From an optimization exercise on the open Yosys and OpenROAD flow, aimed at a short achievable clock period and few clock cycles; shortcuts taken in it are not production practice. Only simulation tests tie the RTL to the original design; equivalence was not proved. Power is estimated from default activity; no workload was simulated.

File: flow/constraint.sdc
create_clock -name core_clock -period 8.5 [get_ports {clk}]
set_input_delay 1.7000 -clock core_clock [delete_from_list [all_inputs] [get_ports {clk}]]
set_output_delay 1.7000 -clock core_clock [all_outputs]
set_load 0.01 [all_outputs]
File: flow/design.v
`default_nettype none
package isa_pkg;
	typedef logic [32-1:0] word_t;
	typedef logic [$clog2(32)-1:0] reg_idx_t;
	typedef enum logic [6:0] {
		OPC_OP     = 7'b0110011,
		OPC_OP_IMM = 7'b0010011,
		OPC_LOAD   = 7'b0000011,
		OPC_STORE  = 7'b0100011,
		OPC_BRANCH = 7'b1100011
	} opcode_e;
	typedef enum logic [3:0] {
		ALU_ADD = 4'd0,
		ALU_SUB = 4'd1,
		ALU_AND = 4'd2,
		ALU_OR  = 4'd3,
		ALU_XOR = 4'd4,
		ALU_SLT = 4'd5,
		ALU_SLL = 4'd6,
		ALU_SRL = 4'd7
	} alu_op_e;
endpackage
`default_nettype wire
`default_nettype none
package pipe_pkg;
	typedef struct packed {
		logic [3:0]       alu_op;
		logic             use_imm;
		logic             mem_read;
		logic             mem_write;
		logic             reg_write;
		logic             is_branch;
	} ctrl_t;
	typedef struct packed {
		logic           valid;
		logic [32-1:0] pc;
		logic [32-1:0] instr;
	} if_id_t;
	typedef struct packed {
		logic              valid;
		logic [32-1:0]  pc;
		ctrl_t             ctrl;
		logic [$clog2(32)-1:0] rs1;
		logic [$clog2(32)-1:0] rs2;
		logic [$clog2(32)-1:0] rd;
		logic [32-1:0]  rs1_val;
		logic [32-1:0]  rs2_val;
		logic [32-1:0]  imm;
	} id_ex_t;
	typedef struct packed {
		logic              valid;
		ctrl_t             ctrl;
		logic [$clog2(32)-1:0] rd;
		logic [32-1:0]  alu_result;
		logic [32-1:0]  store_data;
	} ex_mem_t;
	typedef struct packed {
		logic              valid;
		logic              reg_write;
		logic [$clog2(32)-1:0] rd;
		logic [32-1:0]  result;
	} mem_wb_t;
	typedef enum logic [1:0] {
		FWD_NONE = 2'b00,
		FWD_MEM  = 2'b01,
		FWD_WB   = 2'b10
	} fwd_sel_e;
endpackage
`default_nettype wire
`default_nettype none
module decoder (
	input  isa_pkg::word_t    instr_i,
	output pipe_pkg::ctrl_t   ctrl_o,
	output isa_pkg::word_t    imm_o,
	output isa_pkg::reg_idx_t rs1_o,
	output isa_pkg::reg_idx_t rs2_o,
	output isa_pkg::reg_idx_t rd_o
);
	logic [2:0]     funct3;
	logic           funct7_b5;
	logic           funct7_ok;
	isa_pkg::word_t imm_i_type;
	isa_pkg::word_t imm_s_type;
	isa_pkg::word_t imm_b_type;
	assign funct3    = instr_i[14:12];
	assign funct7_b5 = instr_i[30];
	assign funct7_ok = ({instr_i[31], instr_i[29:25]} == '0);
	assign rs1_o = instr_i[19:15];
	assign rs2_o = instr_i[24:20];
	assign rd_o  = instr_i[11:7];
	assign imm_i_type = {{(32-12){instr_i[31]}}, instr_i[31:20]};
	assign imm_s_type = {{(32-12){instr_i[31]}}, instr_i[31:25], instr_i[11:7]};
	assign imm_b_type = {{(32-13){instr_i[31]}}, instr_i[31], instr_i[7],
		instr_i[30:25], instr_i[11:8], 1'b0};
	always_comb begin
		ctrl_o        = '0;
		ctrl_o.alu_op = isa_pkg::ALU_ADD;
		imm_o         = imm_i_type;
		case (instr_i[6:0])
			isa_pkg::OPC_OP: begin
				ctrl_o.reg_write = funct7_ok;
				case ({funct7_b5, funct3})
					4'b0_000: ctrl_o.alu_op = isa_pkg::ALU_ADD;
					4'b1_000: ctrl_o.alu_op = isa_pkg::ALU_SUB;
					4'b0_111: ctrl_o.alu_op = isa_pkg::ALU_AND;
					4'b0_110: ctrl_o.alu_op = isa_pkg::ALU_OR;
					4'b0_100: ctrl_o.alu_op = isa_pkg::ALU_XOR;
					4'b0_010: ctrl_o.alu_op = isa_pkg::ALU_SLT;
					4'b0_001: ctrl_o.alu_op = isa_pkg::ALU_SLL;
					4'b0_101: ctrl_o.alu_op = isa_pkg::ALU_SRL;
					default:  ctrl_o.reg_write = 1'b0;
				endcase
			end
			isa_pkg::OPC_OP_IMM: begin
				ctrl_o.use_imm   = 1'b1;
				ctrl_o.reg_write = 1'b1;
				case (funct3)
					3'b000:  ctrl_o.alu_op = isa_pkg::ALU_ADD;
					3'b111:  ctrl_o.alu_op = isa_pkg::ALU_AND;
					3'b110:  ctrl_o.alu_op = isa_pkg::ALU_OR;
					3'b100:  ctrl_o.alu_op = isa_pkg::ALU_XOR;
					3'b010:  ctrl_o.alu_op = isa_pkg::ALU_SLT;
					default: ctrl_o = '0;
				endcase
			end
			isa_pkg::OPC_LOAD: begin
				if (funct3 == 3'b010) begin
					ctrl_o.use_imm   = 1'b1;
					ctrl_o.mem_read  = 1'b1;
					ctrl_o.reg_write = 1'b1;
				end
			end
			isa_pkg::OPC_STORE: begin
				imm_o = imm_s_type;
				if (funct3 == 3'b010) begin
					ctrl_o.use_imm   = 1'b1;
					ctrl_o.mem_write = 1'b1;
				end
			end
			isa_pkg::OPC_BRANCH: begin
				imm_o = imm_b_type;
				if (funct3 == 3'b000) begin
					ctrl_o.alu_op    = isa_pkg::ALU_SUB;
					ctrl_o.is_branch = 1'b1;
				end
			end
			default: ctrl_o = '0;
		endcase
		if (rd_o == '0)
			ctrl_o.reg_write = 1'b0;
	end
endmodule
`default_nettype wire
`default_nettype none
module regfile (
	input  logic              clk,
	input  logic              rst_n,
	input  isa_pkg::reg_idx_t rs1_i,
	input  isa_pkg::reg_idx_t rs2_i,
	output isa_pkg::word_t    rs1_data_o,
	output isa_pkg::word_t    rs2_data_o,
	input  logic              we_i,
	input  isa_pkg::reg_idx_t rd_i,
	input  isa_pkg::word_t    rd_data_i
);
	isa_pkg::word_t regs [1:32-1];
	function automatic isa_pkg::word_t read_port(input isa_pkg::reg_idx_t idx);
		if (idx == 5'd0)
			read_port = 32'd0;
		else if (we_i && rd_i == idx)
			read_port = rd_data_i;
		else
			read_port = regs[idx];
	endfunction
	always_comb begin
		rs1_data_o = read_port(rs1_i);
		rs2_data_o = read_port(rs2_i);
	end
	always_ff @(posedge clk or negedge rst_n) begin
		if (!rst_n) begin
			for (int i = 1; i < 32; i++)
				regs[i] <= '0;
		end else if (we_i && rd_i != 5'd0) begin
			regs[rd_i] <= rd_data_i;
		end
	end
endmodule
`default_nettype wire
`default_nettype none
module alu (
	input  isa_pkg::word_t   a_i,
	input  isa_pkg::word_t   b_i,
	input  isa_pkg::alu_op_e op_i,
	output isa_pkg::word_t   result_o,
	output logic             zero_o
);
	logic [$clog2(32)-1:0] shamt;
	assign shamt = b_i[$clog2(32)-1:0];
	always_comb begin
		case (op_i)
			isa_pkg::ALU_ADD: result_o = a_i + b_i;
			isa_pkg::ALU_SUB: result_o = a_i - b_i;
			isa_pkg::ALU_AND: result_o = a_i & b_i;
			isa_pkg::ALU_OR:  result_o = a_i | b_i;
			isa_pkg::ALU_XOR: result_o = a_i ^ b_i;
			isa_pkg::ALU_SLT: result_o = isa_pkg::word_t'($signed(a_i) < $signed(b_i));
			isa_pkg::ALU_SLL: result_o = a_i << shamt;
			isa_pkg::ALU_SRL: result_o = a_i >> shamt;
			default:          result_o = '0;
		endcase
	end
	assign zero_o = (result_o == '0);
endmodule
`default_nettype wire
`default_nettype none
module data_mem (
	input  logic           clk,
	input  logic           rst_n,
	input  logic           read_i,
	input  logic           write_i,
	input  isa_pkg::word_t addr_i,
	input  isa_pkg::word_t wdata_i,
	output isa_pkg::word_t rdata_o
);
	localparam int IDX_W = $clog2(64);
	isa_pkg::word_t   mem [64];
	logic [IDX_W-1:0] idx;
	assign idx = addr_i[IDX_W+1:2];
	always_ff @(posedge clk or negedge rst_n) begin
		if (!rst_n) begin
			for (int i = 0; i < 64; i++)
				mem[i] <= '0;
		end else if (write_i) begin
			mem[idx] <= wdata_i;
		end
	end
	assign rdata_o = read_i ? mem[idx] : '0;
endmodule
`default_nettype wire
`default_nettype none
module hazard_unit (
	input  isa_pkg::reg_idx_t  id_rs1_i,
	input  isa_pkg::reg_idx_t  id_rs2_i,
	input  isa_pkg::reg_idx_t  ex_rs1_i,
	input  isa_pkg::reg_idx_t  ex_rs2_i,
	input  logic               ex_mem_read_i,
	input  logic               mem_reg_write_i,
	input  logic               wb_reg_write_i,
	input  isa_pkg::reg_idx_t  ex_rd_i,
	input  isa_pkg::reg_idx_t  mem_rd_i,
	input  isa_pkg::reg_idx_t  wb_rd_i,
	input  logic               branch_taken_i,
	output pipe_pkg::fwd_sel_e fwd_a_o,
	output pipe_pkg::fwd_sel_e fwd_b_o,
	output logic               stall_o,
	output logic               flush_o
);
	logic load_use;
	function automatic pipe_pkg::fwd_sel_e pick_source(
		input isa_pkg::reg_idx_t src,
		input logic              mem_we,
		input isa_pkg::reg_idx_t mem_rd,
		input logic              wb_we,
		input isa_pkg::reg_idx_t wb_rd
	);
		if (mem_we && mem_rd != 5'd0 && mem_rd == src)
			pick_source = pipe_pkg::FWD_MEM;
		else if (wb_we && wb_rd != 5'd0 && wb_rd == src)
			pick_source = pipe_pkg::FWD_WB;
		else
			pick_source = pipe_pkg::FWD_NONE;
	endfunction
	assign fwd_a_o = pick_source(ex_rs1_i, mem_reg_write_i, mem_rd_i, wb_reg_write_i, wb_rd_i);
	assign fwd_b_o = pick_source(ex_rs2_i, mem_reg_write_i, mem_rd_i, wb_reg_write_i, wb_rd_i);
	assign load_use = ex_mem_read_i && ex_rd_i != 5'd0
		&& (ex_rd_i == id_rs1_i || ex_rd_i == id_rs2_i);
	assign flush_o = branch_taken_i;
	assign stall_o = load_use;
endmodule
`default_nettype wire
`default_nettype none
module core (
	input  logic              clk,
	input  logic              rst_n,
	output isa_pkg::word_t    imem_addr_o,
	input  isa_pkg::word_t    imem_data_i,
	output logic              wb_valid_o,
	output isa_pkg::reg_idx_t wb_rd_o,
	output isa_pkg::word_t    wb_data_o
);
	isa_pkg::word_t     pc;
	pipe_pkg::if_id_t   if_id;
	pipe_pkg::id_ex_t   id_ex;
	pipe_pkg::ex_mem_t  ex_mem;
	pipe_pkg::mem_wb_t  mem_wb;
	pipe_pkg::ctrl_t    dec_ctrl;
	pipe_pkg::ctrl_t    id_ctrl;
	isa_pkg::word_t     dec_imm;
	isa_pkg::reg_idx_t  dec_rs1;
	isa_pkg::reg_idx_t  dec_rs2;
	isa_pkg::reg_idx_t  dec_rd;
	isa_pkg::word_t     rs1_val;
	isa_pkg::word_t     rs2_val;
	pipe_pkg::fwd_sel_e fwd_a;
	pipe_pkg::fwd_sel_e fwd_b;
	isa_pkg::word_t     op_a;
	isa_pkg::word_t     op_b;
	isa_pkg::word_t     alu_out;
	logic               alu_zero;
	logic               branch_taken;
	isa_pkg::word_t     branch_target;
	logic               stall;
	logic               flush;
	isa_pkg::word_t     mem_rdata;
	isa_pkg::word_t     mem_result;
	function automatic isa_pkg::word_t fwd_mux(
		input pipe_pkg::fwd_sel_e sel,
		input isa_pkg::word_t     reg_val,
		input isa_pkg::word_t     mem_val,
		input isa_pkg::word_t     wb_val
	);
		case (sel)
			pipe_pkg::FWD_MEM: fwd_mux = mem_val;
			pipe_pkg::FWD_WB:  fwd_mux = wb_val;
			default:           fwd_mux = reg_val;
		endcase
	endfunction
	assign imem_addr_o = pc;
	always_ff @(posedge clk or negedge rst_n) begin
		if (!rst_n)
			pc <= 32'h0000_0000;
		else if (flush)
			pc <= branch_target;
		else if (!stall)
			pc <= pc + 4;
	end
	always_ff @(posedge clk or negedge rst_n) begin
		if (!rst_n)
			if_id <= '0;
		else if (flush)
			if_id.valid <= 1'b0;
		else if (!stall) begin
			if_id.valid <= 1'b1;
			if_id.pc    <= pc;
			if_id.instr <= imem_data_i;
		end
	end
	decoder decoder_inst (
		.instr_i(if_id.instr),
		.ctrl_o (dec_ctrl),
		.imm_o  (dec_imm),
		.rs1_o  (dec_rs1),
		.rs2_o  (dec_rs2),
		.rd_o   (dec_rd)
	);
	regfile regfile_inst (
		.clk       (clk),
		.rst_n     (rst_n),
		.rs1_i     (dec_rs1),
		.rs2_i     (dec_rs2),
		.rs1_data_o(rs1_val),
		.rs2_data_o(rs2_val),
		.we_i      (wb_valid_o),
		.rd_i      (mem_wb.rd),
		.rd_data_i (mem_wb.result)
	);
	assign id_ctrl = if_id.valid ? dec_ctrl : '0;
	always_ff @(posedge clk or negedge rst_n) begin
		if (!rst_n) begin
			id_ex <= '0;
		end else if (flush || stall) begin
			id_ex <= '0;
		end else begin
			id_ex.valid   <= if_id.valid;
			id_ex.pc      <= if_id.pc;
			id_ex.ctrl    <= id_ctrl;
			id_ex.rs1     <= dec_rs1;
			id_ex.rs2     <= dec_rs2;
			id_ex.rd      <= dec_rd;
			id_ex.rs1_val <= rs1_val;
			id_ex.rs2_val <= rs2_val;
			id_ex.imm     <= dec_imm;
		end
	end
	hazard_unit hazard_unit_inst (
		.id_rs1_i       (dec_rs1),
		.id_rs2_i       (dec_rs2),
		.ex_rs1_i       (id_ex.rs1),
		.ex_rs2_i       (id_ex.rs2),
		.ex_mem_read_i  (id_ex.valid & id_ex.ctrl.mem_read),
		.mem_reg_write_i(ex_mem.valid & ex_mem.ctrl.reg_write),
		.wb_reg_write_i (mem_wb.valid & mem_wb.reg_write),
		.ex_rd_i        (id_ex.rd),
		.mem_rd_i       (ex_mem.rd),
		.wb_rd_i        (mem_wb.rd),
		.branch_taken_i (branch_taken),
		.fwd_a_o        (fwd_a),
		.fwd_b_o        (fwd_b),
		.stall_o        (stall),
		.flush_o        (flush)
	);
	assign op_a = fwd_mux(fwd_a, id_ex.rs1_val, ex_mem.alu_result, mem_wb.result);
	assign op_b = fwd_mux(fwd_b, id_ex.rs2_val, ex_mem.alu_result, mem_wb.result);
	alu alu_inst (
		.a_i     (op_a),
		.b_i     (id_ex.ctrl.use_imm ? id_ex.imm : op_b),
		.op_i    (id_ex.ctrl.alu_op),
		.result_o(alu_out),
		.zero_o  (alu_zero)
	);
	assign branch_taken  = id_ex.valid & id_ex.ctrl.is_branch & alu_zero;
	assign branch_target = id_ex.pc + id_ex.imm;
	always_ff @(posedge clk or negedge rst_n) begin
		if (!rst_n)
			ex_mem <= '0;
		else begin
			ex_mem.valid      <= id_ex.valid;
			ex_mem.ctrl       <= id_ex.ctrl;
			ex_mem.rd         <= id_ex.rd;
			ex_mem.alu_result <= alu_out;
			ex_mem.store_data <= op_b;
		end
	end
	data_mem data_mem_inst (
		.clk    (clk),
		.rst_n  (rst_n),
		.read_i (ex_mem.valid & ex_mem.ctrl.mem_read),
		.write_i(ex_mem.valid & ex_mem.ctrl.mem_write),
		.addr_i (ex_mem.alu_result),
		.wdata_i(ex_mem.store_data),
		.rdata_o(mem_rdata)
	);
	assign mem_result = ex_mem.ctrl.mem_read ? mem_rdata : ex_mem.alu_result;
	always_ff @(posedge clk or negedge rst_n) begin
		if (!rst_n)
			mem_wb <= '0;
		else begin
			mem_wb.valid     <= ex_mem.valid;
			mem_wb.reg_write <= ex_mem.ctrl.reg_write;
			mem_wb.rd        <= ex_mem.rd;
			mem_wb.result    <= mem_result;
		end
	end
	assign wb_valid_o = mem_wb.valid & mem_wb.reg_write;
	assign wb_rd_o    = mem_wb.rd;
	assign wb_data_o  = mem_wb.result;
endmodule
`default_nettype wire
File: flow/run.sh
#!/bin/bash
# synth_recipe.tcl (not shown) runs the flow's synth.tcl, then flattens the netlist and writes it again
# the make line also repeats each setting of config.mk as NAME=value (left out here)
make -C /OpenROAD-flow-scripts/flow DESIGN_CONFIG=/design/flow/config.mk WORK_HOME=/design/flow/orfs CLKGATE_MAP_FILE= SYNTH_SCRIPT=/design/flow/synth_recipe.tcl finish
File: flow/config.mk
export PLATFORM = sky130hd
export DESIGN_NAME = core
export DESIGN_NICKNAME = core
export VERILOG_FILES = /design/flow/design.v
export SDC_FILE = /design/flow/constraint.sdc
export NUM_CORES = 4
export LEC_CHECK = 0
export CAP_MARGIN = 20
export CORE_MARGIN = 2
export CORE_UTILIZATION = 45
export PLACE_DENSITY = 0.6
export SLEW_MARGIN = 20
==> results.py <==
metrics = {
    "drt": {
        "avgRoutedWirePerCell_um": 44.3,
        "final_antenna_net_count": 0,
        "dr.pass1.iters": 11,
        "first_iter_violations": 22200,
        "vias_per_cell": 7.40,
        "finalWirelength_mm": 798,
        "drc": 0,
        "vias": 133000,
    },
    "clocking": {
        "cts_tree": "yes",
        "ctsHoldBuffers": 0,
        "cts-htree-levels": 5,
        "cts_sinks": 3382,
        "cts_root_buffer": "clkbuf_16",
        "ctsLongestPathBuffers": 4,
        "clock_latency_ns": 1.01,
        "cts_buffers": 364,
        "clk_pin_slew_ns": 0.06,
    },
    "critical_path": {
        "crit_required_ns": 9.26,
        "cpMostUsedCell": "buf_4",
        "end_kind": "register",
        "crit-reg2reg-launch": "mem_wb[35]$_DFF_PN0_",
        "crit_arrival_ns": 8.95,
        "critPathKind": "reg2reg",
        "cp-startpoint": "mem_wb[35]$_DFF_PN0_",
        "worstPathMaxFanout": 24,
        "slowest_stage": "or4_1",
        "start_kind": "register",
        "reg2reg_depth": 28,
        "critPathMaxStageDelay_ns": 0.59,
    },
    "floorplanning": {
        "start_util_pct": 45.1,
        "die-area_mm2": 0.364,
        "fp.dieH_um": 603,
        "core_area_mm2": 0.358,
        "ioPinCount": 104,
        "die_w_um": 603,
        "rows": 220,
    },
    "timing": {
        "fmax_mhz": 122,
        "drv_slew": 0,
        "period_minus_slack_ns": 8.19,
        "skew_ns": 0.0919,
        "worst_slack_ns": 0.306,
        "hold_viol_final": 0,
        "setup_violations": 0,
        "rsz0062_at_grt": "no",
        "setup_tns_ns": 0,
        "worst_slew_pin_slew_ns": 1.35,
        "min_period_over_period_pct": 96.4,
        "relSlewSlack_pct": 9.79,
    },
    "synthesis": {
        "synth_top_area_share_pct": 52.4,
        "seq_area_frac_synth_pct": 52.4,
        "synth.area.top_cells": "dfrtp_1 (52%), mux2_2 (22%), a22oi_1 (4.5%)",
        "yosysUniqueCellTypes": 97,
        "yosys_warnings": 8,
        "synthMostInstantiatedCell": "dfrtp_1",
        "synthTopCellsByCount": "dfrtp_1 (3,382), mux2_2 (3,092), a22oi_1 (970)",
        "syn-cell-area_mm2": 0.162,
        "synth_seq_cells": 3382,
        "syn-num-nets": 13300,
        "synthFlopType": "dfrtp_1",
        "syn_avg_cell_area_um2": 12.3,
        "postSynthCellCount": 13200,
        "yosys.area.top_type": "dfrtp_1",
        "synth-edff-count": 0,
        "async_flop_share_pct": 100,
    },
    "grt": {
        "grt_max_degree": 189,
        "grt_overflow": 0,
        "grtUsageTotal_pct": 42.8,
        "grt_antenna_before_repair": 58,
        "first_global_vias": 130000,
        "grt_pass1_wl_mm": 1090,
    },
    "place": {
        "pre_cts_ws_ns": 0.0520,
        "dp_hpwl_mm": 463,
        "placed_area_mm2": 0.170,
        "place_congestion": 1.02,
        "portBuffers": 103,
    },
    "status": {
        "run_status": "timing/DRC/antenna clean",
    },
    "cells_and_area": {
        "seqCellArea_mm2": 0.0847,
        "drive_gt1_share_pct": 34.9,
        "num-fill-cells": 30900,
        "multi_input_area_mm2": 0.0731,
        "final_nets": 13100,
        "syn_to_final_growth_pct": 13.0,
        "utilization_pct": 51.0,
        "design_area_mm2": 0.183,
    },
    "min_path": {
        "hold_class": "reg2reg",
        "whs_path_depth": 0,
        "hold_start": "id_ex[112]$_DFF_PN0_",
    },
    "flow_run": {
        "drv_cap": 0,
    },
    "pwr": {
        "power.density_mw_per_mm2": 192,
        "peakVddDrop_mv": 0.166,
        "leakagePower_nw": 86.5,
    },
}
-- report_power, final --
part           switching [mW]  internal, mW
combinational            1.58         0.479
clock                    6.96          9.75
sequential              0.177          16.2
-- sequential cells by signal, indices dropped and copies added, names as in the netlist --
register           count
if_id                 65
pc                    32
regfile_inst.regs    992
id_ex                133
mem_wb                39
data_mem_inst.mem   2048
ex_mem                73
-- cells in the final DEF, fill, tap and decap left out, types with 65 or more instances in the layout --
master           instances
a222oi_1                66
nor2_1                 211
inv_1                  120
clkbuf_8                78
nor3_1                 211
a221oi_1               480
a31oi_1                 65
ha_1                   133
nand4_1                327
mux2_2                3092
and2_1                  78
o32a_1                  66
clkbuf_16              376
clkbuf_1                70
nand2_1                365
nor2_4                 144
dfrtp_1               3351
a22o_1                 406
clkinv_2                75
nand3_1                292
xnor2_1                 81
clkdlybuf4s50_1        102
o21ai_0                256
buf_4                  535
a21oi_1                227
mux2i_1                109
a22oi_1                970
-- cell families after synthesis --
family | after synthesis | share of synthesized area, %
xor+xnor | 122 | 0.661
fa+ha+maj | 136 | 1.07
flops | 3382 | 52.4
mux | 3257 | 22.7
simple gates | 1919 | 5.92
buf+inv | 1426 | 3.47
compound gates | 2919 | 13.8
-- what timing repair did --
action | in CTS | in global routing
endpoints found under the setup margin | 0 | 229
hold endpoints to repair | 0 | 0
buffers inserted | 0 | 2
resized for setup | 0 | 9
-- routing by layer --
metal	wire length, um	global-route usage [%]	part of all wire [%]
met1	288000	53.6	36
met3	101000	13.6	13
met5	845	0.634	0.11
met4	74300	32.7	9.3
met2	333000	61.6	42
-- cell type report --
cell class | count | area share (%)
repair buffers | 680 | 3.24
flip-flops and latches | 3382 | 46.4
well taps | 4773 | 3.27
inverters | 129 | 0.265
clock buffers | 524 | 5.88
clock inverters | 133 | 0.895
diodes | 28 | 0.0384
multi-input cells | 8354 | 40.0
-- critical path: cells and delay by family, from the launching register on --
family / cells / cell delay [ns]
and+or+nand+nor: 7 / 2.27
adders and majority gates: 2 / 0.69
buffers and inverters: 7 / 1.29
DFF: 1 / 0.55
AOI/OAI and AO/OA: 11 / 3.02
xor gates and xnor gates: 1 / 0.16
-- final timing paths --
| check | to | slack (ns) |
|---|---|---|
| setup / recovery | id_ex[58]$_DFF_PN0_ | 0.31 |
| hold / removal | ex_mem[70]$_DFF_PN0_ | 0.36 |
| setup reg to reg | id_ex[58]$_DFF_PN0_ | 0.31 |
| hold reg to reg | ex_mem[70]$_DFF_PN0_ | 0.36 |
| max in group asynchronous | regfile_inst.regs[10][24]$_DFFE_PN0P_ | 5.64 |
| min in group asynchronous | data_mem_inst.mem[62][11]$_DFFE_PN0P_ | 0.63 |
-- through the flow --
step                      power (mW)  hold WS, ns  cells
after floorplan                 17.4        0.331  13200
after global placement          18.6        0.350  17300
after detailed placement        18.6        0.341  17300
after CTS                       35.1        0.355  18000
after global routing            35.9        0.362  18000
final                           35.1        0.360  18000
Testbench counts, summed over its fixed seeds: cycles 73,461.

==> what the ideal ports hide <==
How much do the figures lean on ideal ports? The routed layout below was timed once more, with nothing changed but the port constraints. Step 1 sets driving cells, clkbuf_16 on the clock port and buf_2 on the other inputs (assumed; they add their load-dependent delay and slew). Step 2, shift: input delay + t, output delay - t, t = (earliest + latest rising clock arrival at the registers) / 2. This alone moves slack from input paths to output paths. Three values: no drivers, after step 1, after step 2; two values: the first two.
t, ns: 1.066
slack for setup (ns): 0.306 / 0.306 / 0.306
worst data-port slew with drivers (ns): 0.09
After both steps setup and hold are still met in this run. For this run, drivers alone change the setup slack by 0.000 ns; drivers and shift together by 0.000 ns.
